This is an optimization exercise on Yosys and OpenROAD, whose aim is small area, a short achievable clock period and few clock cycles per item, not a production implementation. Function was checked by simulation only, so behaviour that the tests miss may differ from the original. Power and IR drop assume default switching activity.

==> flow/design.v (excerpt) <==
module sprite_quad_batcher
(
  input  logic                clk,
  input  logic                rst,
  input  logic                in_valid,
  output logic                in_stall,
  input  logic                mode,
  input  logic signed [31:0]  pos_x,
  input  logic signed [31:0]  pos_y,
  input  logic signed [31:0]  pos_z,
  input  logic signed [31:0]  quad_width,
  input  logic signed [31:0]  quad_height,
  input  logic [31:0]         rgba_color,
  input  logic [31:0]         uv_corner0,
  input  logic [31:0]         uv_corner1,
  input  logic [31:0]         uv_corner2,
  input  logic [31:0]         uv_corner3,
  input  logic [31:0]         texture_name,
  output logic                out_valid,
  input  logic                out_stall,
  output logic signed [31:0]  vert_x,
  output logic signed [31:0]  vert_y,
  output logic signed [31:0]  vert_z,
  output logic [31:0]         vert_color,
  output logic [15:0]         vert_u,
  output logic [15:0]         vert_v,
  output logic [sqb_pkg::SLOT_W-1:0]   tex_slot,
  output logic                batch_cut,
  output logic [sqb_pkg::ICOUNT_W-1:0] batch_index_count,
  output logic                end_marker,
  output logic                last_of_item
);
  logic [ICOUNT_W-1:0] index_count;
  logic                r_valid;
  logic [1:0]          vtx;
  ...
Size: roughly 4,200 cells after synthesis, roughly 1,500 flip-flops, about 550 I/O pins, about 0.052 mm2 of cells after synthesis.
clock: 6.0 ns
lec_check: 0
cap_margin: 20
core_margin: 2
core_utilization: 60
cts_buf_list: sky130_fd_sc_hd__clkbuf_8
setup_slack_margin: 3.3
slew_margin: 20
standard.sh (not shown) runs the stock make flow with config.mk's settings and CLKGATE_MAP_FILE= SYNTH_SCRIPT=/design/flow/synth_recipe.tcl, a recipe that flattens the netlist after the stock synthesis.
==> flow/flow/run.sh <==
#!/bin/bash
# The standard layout (the standard.sh: ORFS synthesis through finish),
# with changes to how the resizer and the clock tree work:
#  - port buffers are sky130_fd_sc_hd__buf_1 instead of the cell buffer_ports
#    picks by default (a delay cell); the resizer sizes them afterwards;
#  - gate sizing may swap cells of other footprints (MATCH_CELL_FOOTPRINT=0);
#  - clock tree synthesis inserts no dummy loads and clusters up to 18
#    registers within 55 um per leaf buffer.
# Every port still gets its buffer. The make output goes to flow_make.log.
set -euo pipefail
bash standard.sh \
  "BUFFER_PORTS_ARGS=-buffer_cell sky130_fd_sc_hd__buf_1" \
  MATCH_CELL_FOOTPRINT=0 \
  "CTS_ARGS=-sink_clustering_enable -repair_clock_nets -dont_use_dummy_load -buf_list sky130_fd_sc_hd__clkbuf_8 -sink_clustering_size 18 -sink_clustering_max_diameter 55" \
  finish > flow_make.log 2>&1
Testbench counts at the start, summed over its fixed seeds: cycles 47,560, items 12,000.
Then changed:
--- a/flow/flow/run.sh
+++ b/flow/flow/run.sh
@@ -6,4 +6,3 @@
 #  - gate sizing may swap cells of other footprints (MATCH_CELL_FOOTPRINT=0);
-#  - clock tree synthesis inserts no dummy loads and clusters up to 18
-#    registers within 55 um per leaf buffer.
+#  - clock tree synthesis inserts no dummy loads.
 # Every port still gets its buffer. The make output goes to flow_make.log.
@@ -13,3 +12,3 @@
   MATCH_CELL_FOOTPRINT=0 \
-  "CTS_ARGS=-sink_clustering_enable -repair_clock_nets -dont_use_dummy_load -buf_list sky130_fd_sc_hd__clkbuf_8 -sink_clustering_size 18 -sink_clustering_max_diameter 55" \
+  "CTS_ARGS=-sink_clustering_enable -repair_clock_nets -dont_use_dummy_load -buf_list sky130_fd_sc_hd__clkbuf_8" \
   finish > flow_make.log 2>&1
--- a/flow/config.mk
+++ b/flow/config.mk
@@ -11,3 +11,3 @@
 export CTS_BUF_LIST = sky130_fd_sc_hd__clkbuf_8
-export SETUP_SLACK_MARGIN = 3.3
+export SETUP_SLACK_MARGIN = 3.15
 export SLEW_MARGIN = 20
The new run finished clean.
Total power came out higher by 10%.
Design area goes up by 0.43%.
Clock skew shrinks by 0.017 ns.
Clock power went up by about 44%.
Utilization goes up by 0.30 points.
Global-route usage grows by 0.43 points.
Wire length barely changes.
Synthesized area is unchanged.
Then changed:
--- a/flow/flow/run.sh
+++ b/flow/flow/run.sh
@@ -6,3 +6,4 @@
 #  - gate sizing may swap cells of other footprints (MATCH_CELL_FOOTPRINT=0);
-#  - clock tree synthesis inserts no dummy loads.
+#  - clock tree synthesis inserts no dummy loads, and drives the register
+#    clusters with clkbuf_4 (clkbuf_8 above them).
 # Every port still gets its buffer. The make output goes to flow_make.log.
@@ -12,3 +13,3 @@
   MATCH_CELL_FOOTPRINT=0 \
-  "CTS_ARGS=-sink_clustering_enable -repair_clock_nets -dont_use_dummy_load -buf_list sky130_fd_sc_hd__clkbuf_8" \
+  "CTS_ARGS=-sink_clustering_enable -repair_clock_nets -dont_use_dummy_load -buf_list {sky130_fd_sc_hd__clkbuf_4 sky130_fd_sc_hd__clkbuf_8} -root_buf sky130_fd_sc_hd__clkbuf_8 -sink_clustering_buffer sky130_fd_sc_hd__clkbuf_4" \
   finish > flow_make.log 2>&1
--- a/flow/config.mk
+++ b/flow/config.mk
@@ -11,3 +11,3 @@
 export CTS_BUF_LIST = sky130_fd_sc_hd__clkbuf_8
-export SETUP_SLACK_MARGIN = 3.15
+export SETUP_SLACK_MARGIN = 3.3
 export SLEW_MARGIN = 20
Clock-buffer cell count rises by 153.
Sequential cell count stays the same.
Critical path depth fell by 9.
Routed wire length is higher by 3.6%.
Cell area goes up by 2.8%.
Setup slack gets better by 0.0055 ns.
Utilization came out higher by 1.9 points.

## afterwards: timing with drivers on the ports
The results above use ideal ports. As a check the final layouts listed here were re-extracted and re-timed, cells and wires unchanged. Step 1 (the two cells are an assumption about what drives the block):
set clk [get_ports {clk}]
set_driving_cell -lib_cell sky130_fd_sc_hd__clkbuf_16 $clk
set_driving_cell -lib_cell sky130_fd_sc_hd__buf_2 [delete_from_list [all_inputs] $clk]
Step 2, shift: input delay + t, output delay - t, t = (earliest + latest rising clock arrival at the registers) / 2. This alone moves slack from input paths to output paths. Slacks: ideal ports / drivers / drivers and shift; pairs: ideal ports / drivers.
run | t (ns) | setup WS [ns] | clock arrival spread, ns | slew at the worst register clock pin (ns)
the first run | 0.801 | 3.084 / 3.043 / 2.325 | 0.115 / 0.116 | 0.12 / 0.12
the second run | 0.897 | 3.095 / 3.001 / 2.176 | 0.099 / 0.099 | 0.07 / 0.07
the third run | 0.972 | 3.101 / 3.040 / 2.221 | 0.105 / 0.105 | 0.08 / 0.08
After both steps setup and hold are still met in every run listed. The setup slack of the second run, which loses most, moves by -0.094 ns with the drivers and by -0.919 ns with both steps.
